This design comes from an exercise in tuning for small area, a short achievable clock period and few clock cycles per item on the open sky130 flow, not from production work. At most, simulation tests tie the RTL to the original design; equivalence was not proved.

Setup of quartz:
==> flow/design.v <==
package wmms_pkg;
  localparam int SAMPLE_BITS = 12;
  localparam int NUM_CH      = 5;
  localparam int CH_W        = 3;
  localparam int SUM_W       = 28;
  localparam int CNT_W       = 16;
  localparam int CFG_IDX_W   = 2;
  localparam int CFG_DATA_W  = 16;
endpackage
module multichannel_window_min_max_sum (
  input  logic                                  clk,
  input  logic                                  rst,
  input  logic                                  in_valid,
  output logic                                  in_stall,
  input  logic [wmms_pkg::SAMPLE_BITS-1:0]      current_sample,
  input  logic [wmms_pkg::SAMPLE_BITS-1:0]      voltage_sample,
  input  logic [wmms_pkg::SAMPLE_BITS-1:0]      reference_sample,
  input  logic [wmms_pkg::SAMPLE_BITS-1:0]      temperature_sample,
  output logic                                  out_valid,
  input  logic                                  out_stall,
  output logic [wmms_pkg::CH_W-1:0]             channel,
  output logic [wmms_pkg::SUM_W-1:0]            window_sum,
  output logic [wmms_pkg::SAMPLE_BITS-1:0]      window_max,
  output logic [wmms_pkg::SAMPLE_BITS-1:0]      window_min,
  output logic [wmms_pkg::CNT_W-1:0]            scan_total,
  output logic                                  last,
  input  logic                                  cfg_valid,
  output logic                                  cfg_ready,
  input  logic [wmms_pkg::CFG_IDX_W-1:0]        cfg_index,
  input  logic [wmms_pkg::CFG_DATA_W-1:0]       cfg_data
);
  logic [15:0] win_len;
  logic [11:0] offset;
  logic [11:0] neg_off;       
  logic        off_zero;
  assign cfg_ready  = 1'b1;
  assign scan_total = win_len;
  always_ff @(posedge clk) begin
    if (rst) begin
      win_len <= 16'd1008;
      offset  <= 12'd0;
      neg_off  <= 12'd0;
      off_zero <= 1'b1;
    end else if (cfg_valid) begin
      if (cfg_index == 2'd0) win_len <= (cfg_data == 16'd0) ? 16'd1 : cfg_data;
      if (cfg_index == 2'd1) begin
        offset   <= cfg_data[11:0];
        neg_off  <= 12'd0 - cfg_data[11:0];
        off_zero <= (cfg_data[11:0] == 12'd0);
      end
    end
  end
  logic        adv;
  logic [11:0] in_corr [4];    
  logic [3:0]  in_ok;           
  logic [11:0] raw     [4];
  logic [15:0] rem;           
  logic        in_first;      
  logic        in_close;
  logic        accept;
  logic        sk_v, sk_close, sk_first;
  logic [11:0] sk_d [4];
  logic [3:0]  sk_ok;
  logic        src_v, src_close, src_first, enter;
  logic [11:0] src_d [4];
  logic [3:0]  src_ok;
  logic [2:0]  gap;           
  logic        gap_ok;
  assign adv = !(out_valid && out_stall);
  assign raw[0] = current_sample;
  assign raw[1] = voltage_sample;
  assign raw[2] = reference_sample;
  assign raw[3] = temperature_sample;
  always_comb begin
    for (int k = 0; k < 4; k++) begin
      logic [12:0] d;
      d = {1'b0, raw[k]} + {1'b0, neg_off};
      in_corr[k] = d[11:0];
      in_ok[k]   = d[12] || off_zero;
    end
  end
  assign in_stall = sk_v;
  assign accept   = in_valid && !sk_v;
  assign in_close = (rem == 16'd1);
  assign src_v     = sk_v || accept;
  assign src_close = sk_v ? sk_close : in_close;
  assign src_first = sk_v ? sk_first : in_first;
  always_comb begin
    for (int k = 0; k < 4; k++) src_d[k] = sk_v ? sk_d[k] : in_corr[k];
    src_ok = sk_v ? sk_ok : in_ok;
  end
  assign gap_ok = gap[2];
  assign enter = adv && src_v && (!src_close || gap_ok);
  always_ff @(posedge clk) begin
    if (rst) begin
      rem      <= 16'd1008;
      in_first <= 1'b1;
      sk_v     <= 1'b0;
      gap      <= 3'd4;
    end else begin
      if (cfg_valid && cfg_index == 2'd0) begin
        rem <= (cfg_data == 16'd0) ? 16'd1 : cfg_data;
      end else if (accept) begin
        rem <= in_close ? win_len : rem - 16'd1;
      end
      if (accept) in_first <= in_close;
      if (sk_v) begin
        if (enter) sk_v <= 1'b0;
      end else if (accept && !enter) begin
        sk_v <= 1'b1;
      end
      if (adv) begin
        if (enter && src_close) gap <= 3'd0;
        else if (!gap_ok)       gap <= gap + 3'd1;
      end
    end
  end
  always_ff @(posedge clk) begin
    if (!sk_v) begin
      sk_close <= in_close;
      sk_first <= in_first;
      sk_ok    <= in_ok;
      for (int k = 0; k < 4; k++) sk_d[k] <= in_corr[k];
    end
  end
  logic [5:0]  p_v;
  logic [5:0]  p_cl;
  logic [4:0]  p_fi;
  logic [11:0] p0_r [4];      
  logic [3:0]  p0_ok;
  logic [11:0] p0_d [4];      
  logic [11:0] p1_d [3];      
  logic [11:0] p2_d [2];      
  logic [11:0] p3_d;          
  logic [11:0] p1_ms, p1_mc;
  logic        p1_mk, p1_s, p2_s;
  logic [17:0] p2_ms, p2_mc;
  logic [11:0] p1_c0;
  logic [11:0] p3_pw, p4_pw;
  function automatic logic [35:0] csa(logic [17:0] a, logic [17:0] b, logic [17:0] c);
    csa = {a ^ b ^ c, ((a & b) | (a & c) | (b & c)) << 1};
  endfunction
  function automatic logic [107:0] pprows(logic [11:0] x, logic [5:0] g);
    for (int i = 0; i < 6; i++) pprows[18*i +: 18] = {6'd0, x & {12{g[i]}}} << i;
  endfunction
  function automatic logic [25:0] mstep1(logic [11:0] x, logic [5:0] g);
    logic [107:0] r;
    logic [35:0]  ta, tb, tc, td;
    logic [5:0]   gl, pl;
    logic         k, zero;
    logic [6:0]   tx, tg;
    r  = pprows(x, g);
    ta = csa(r[17:0], r[35:18], r[53:36]);
    tb = csa(r[71:54], r[89:72], r[107:90]);
    tc = csa(ta[35:18], ta[17:0], tb[35:18]);
    td = csa(tc[35:18], tc[17:0], tb[17:0]);
    gl = td[23:18] & td[5:0];
    pl = td[23:18] | td[5:0];
    k  = gl[5] | (pl[5] & gl[4]) | (&pl[5:4] & gl[3]) | (&pl[5:3] & gl[2])
       | (&pl[5:2] & gl[1]);
    tx[0] = 1'b1;
    tg[0] = 1'b1;
    for (int i = 1; i <= 6; i++) begin
      tx[i] = tx[i-1] & !x[i-1];
      tg[i] = tg[i-1] & !g[i-1];
    end
    zero = 1'b0;
    for (int i = 0; i <= 6; i++) zero = zero | (tx[i] & tg[6-i]);
    mstep1 = {td[35:24], td[17:6], k, !zero};
  endfunction
  function automatic logic [35:0] mstep2(logic [11:0] ms, logic [11:0] mc, logic mk,
                                         logic [11:0] x, logic [5:0] g);
    logic [107:0] r;
    logic [35:0]  ta, tb, tc, td, te, tf;
    r  = pprows(x, g);
    ta = csa({6'd0, ms}, {6'd0, mc}, r[17:0]);
    tb = csa(r[35:18], r[53:36], r[71:54]);
    ta[0] = mk;               
    tc = csa(ta[35:18], ta[17:0], tb[35:18]);
    td = csa(tb[17:0], r[89:72], r[107:90]);
    te = csa(tc[35:18], tc[17:0], td[35:18]);
    tf = csa(te[35:18], te[17:0], td[17:0]);
    mstep2 = tf;
  endfunction
  always_comb begin
    for (int k = 0; k < 4; k++) p0_d[k] = p0_r[k] & {12{p0_ok[k]}};
  end
  logic [25:0] ma;
  logic [35:0] mb;
  logic [17:0] mr;
  assign ma = mstep1(p0_d[0], p0_d[1][5:0]);
  assign mb = mstep2(p1_ms, p1_mc, p1_mk, p1_c0, p1_d[0][11:6]);
  assign mr = p2_ms + p2_mc + {14'd0, p2_s, !p2_s, !p2_s, !p2_s};
  always_ff @(posedge clk) begin
    if (rst) begin
      p_v <= '0;
    end else if (adv) begin
      p_v <= {p_v[4:0], enter};
    end
  end
  always_ff @(posedge clk) begin
    if (adv) begin
      p_cl  <= {p_cl[4:0], src_close};
      p_fi  <= {p_fi[3:0], src_first};
      for (int k = 0; k < 4; k++) p0_r[k] <= src_d[k];
      p0_ok <= src_ok;
      for (int k = 0; k < 3; k++) p1_d[k] <= p0_d[k+1];
      for (int k = 0; k < 2; k++) p2_d[k] <= p1_d[k+1];
      p3_d  <= p2_d[1];
      {p1_ms, p1_mc, p1_mk, p1_s} <= ma;
      p1_c0 <= p0_d[0];
      {p2_ms, p2_mc} <= mb;
      p2_s  <= p1_s;
      p3_pw <= mr[17:6];
      p4_pw <= p3_pw;
    end
  end
  logic [11:0] acc_in [5];
  logic [11:0] a_lo [5];
  logic        a_cy [5];
  logic [15:0] a_hi [5];
  logic [11:0] a_max [5];
  logic [11:0] a_min [5];
  assign acc_in[0] = p0_d[0];
  assign acc_in[1] = p1_d[0];
  assign acc_in[2] = p2_d[0];
  assign acc_in[3] = p3_d;
  assign acc_in[4] = p4_pw;
  always_ff @(posedge clk) begin
    for (int c = 0; c < 5; c++) begin
      if (adv && p_v[c]) begin
        if (p_fi[c]) begin
          a_lo[c]  <= acc_in[c];
          a_cy[c]  <= 1'b0;
          a_hi[c]  <= 16'd0;
          a_max[c] <= acc_in[c];
          a_min[c] <= acc_in[c];
        end else begin
          {a_cy[c], a_lo[c]} <= {1'b0, a_lo[c]} + {1'b0, acc_in[c]};
          a_hi[c]  <= a_hi[c] + {15'd0, a_cy[c]};
          if (acc_in[c] > a_max[c]) a_max[c] <= acc_in[c];
          if (acc_in[c] < a_min[c]) a_min[c] <= acc_in[c];
        end
      end
    end
  end
  logic [4:0] sel;
  always_comb begin
    for (int c = 0; c < 5; c++) sel[c] = p_v[c+1] && p_cl[c+1];
  end
  logic [11:0] o_lo, o_max, o_min;
  logic [15:0] o_hi;
  logic        o_cy;
  always_comb begin
    o_lo  = '0;
    o_cy  = 1'b0;
    o_hi  = '0;
    o_max = '0;
    o_min = '0;
    for (int c = 0; c < 5; c++) begin
      if (sel[c]) begin
        o_lo  = a_lo[c];
        o_cy  = a_cy[c];
        o_hi  = a_hi[c];
        o_max = a_max[c];
        o_min = a_min[c];
      end
    end
  end
  always_ff @(posedge clk) begin
    if (rst) begin
      out_valid <= 1'b0;
    end else if (adv) begin
      out_valid <= |sel;
    end
  end
  always_ff @(posedge clk) begin
    if (adv) begin
      channel    <= {sel[4], sel[2] | sel[3], sel[1] | sel[3]};
      last       <= sel[4];
      window_sum <= {o_hi + {15'd0, o_cy}, o_lo};
      window_max <= o_max;
      window_min <= o_min;
    end
  end
endmodule
export LEC_CHECK = 0
export CAP_MARGIN = 20
export CORE_MARGIN = 2
export CORE_UTILIZATION = 40
export CTS_BUF_LIST = sky130_fd_sc_hd__clkbuf_8
export SETUP_SLACK_MARGIN = 5.0
export SLEW_MARGIN = 20
create_clock -name core_clock -period 8.0 [get_ports {clk}]
run.sh (not shown) runs the stock make flow with config.mk's settings and CLKGATE_MAP_FILE= SYNTH_SCRIPT=/design/flow/synth_recipe.tcl, a recipe that flattens the netlist after the stock synthesis.
Testbench counts of quartz, summed over its fixed seeds: cycles 49,965, scans 49,741.
## Diff of input files: juniper against quartz
--- a/flow/design.v
+++ b/flow/design.v
@@ -145,29 +145,16 @@
   endfunction
   function automatic logic [25:0] mstep1(logic [11:0] x, logic [5:0] g);
     logic [107:0] r;
     logic [35:0]  ta, tb, tc, td;
-    logic [5:0]   gl, pl;
-    logic         k, zero;
-    logic [6:0]   tx, tg;
+    logic [6:0]   lo;
     r  = pprows(x, g);
     ta = csa(r[17:0], r[35:18], r[53:36]);
     tb = csa(r[71:54], r[89:72], r[107:90]);
     tc = csa(ta[35:18], ta[17:0], tb[35:18]);
     td = csa(tc[35:18], tc[17:0], tb[17:0]);
-    gl = td[23:18] & td[5:0];
-    pl = td[23:18] | td[5:0];
-    k  = gl[5] | (pl[5] & gl[4]) | (&pl[5:4] & gl[3]) | (&pl[5:3] & gl[2])
-       | (&pl[5:2] & gl[1]);
-    tx[0] = 1'b1;
-    tg[0] = 1'b1;
-    for (int i = 1; i <= 6; i++) begin
-      tx[i] = tx[i-1] & !x[i-1];
-      tg[i] = tg[i-1] & !g[i-1];
-    end
-    zero = 1'b0;
-    for (int i = 0; i <= 6; i++) zero = zero | (tx[i] & tg[6-i]);
-    mstep1 = {td[35:24], td[17:6], k, !zero};
+    lo = {1'b0, td[23:18]} + {1'b0, td[5:0]};
+    mstep1 = {td[35:24], td[17:6], lo[6], (lo[5:0] != 6'd0)};
   endfunction
   function automatic logic [35:0] mstep2(logic [11:0] ms, logic [11:0] mc, logic mk,
                                          logic [11:0] x, logic [5:0] g);
     logic [107:0] r;
### Flow results
Maximum clock rate (juniper vs. quartz) decreases by a little under 10%
juniper vs. quartz: horizontal die dimension comparable, shortest clock period the worst path allows after layout +0.30 ns, global-route usage decreased 0.26 points, non-clock buffer count now sits higher, largest net degree at the start of global routing went up 82.
Taking quartz as the reference point, the first-pass GRT wire length of juniper falls by 2400 um.
Only the layout flow was run in juniper; the RTL was not checked for function there.

-- static timing again, ports no longer ideal --
No port has a modelled driver above. Below, the same layouts with a new extraction and two added sets of constraints.
Step 1 sets driving cells, clkbuf_16 on the clock port and buf_2 on the other inputs (assumed; they add their load-dependent delay and slew).
Step 2 also shifts input and output timing later by t, the mid clock arrival at the registers, as if the neighbouring blocks saw the same clock.
Three values: ideal, step 1, step 2; two values: the first two.
run	t (ns)	slack for setup (ns)	worst hold slack (ns)
quartz	0.796	4.967 / 4.967 / 4.243	0.413 / 0.413 / 0.413
juniper	0.797	4.663 / 4.663 / 4.190	0.410 / 0.410 / 0.410
After both steps every run listed still meets setup and hold. The setup slack of quartz, which loses most, moves by 0.000 ns with the drivers and by -0.724 ns with both steps.
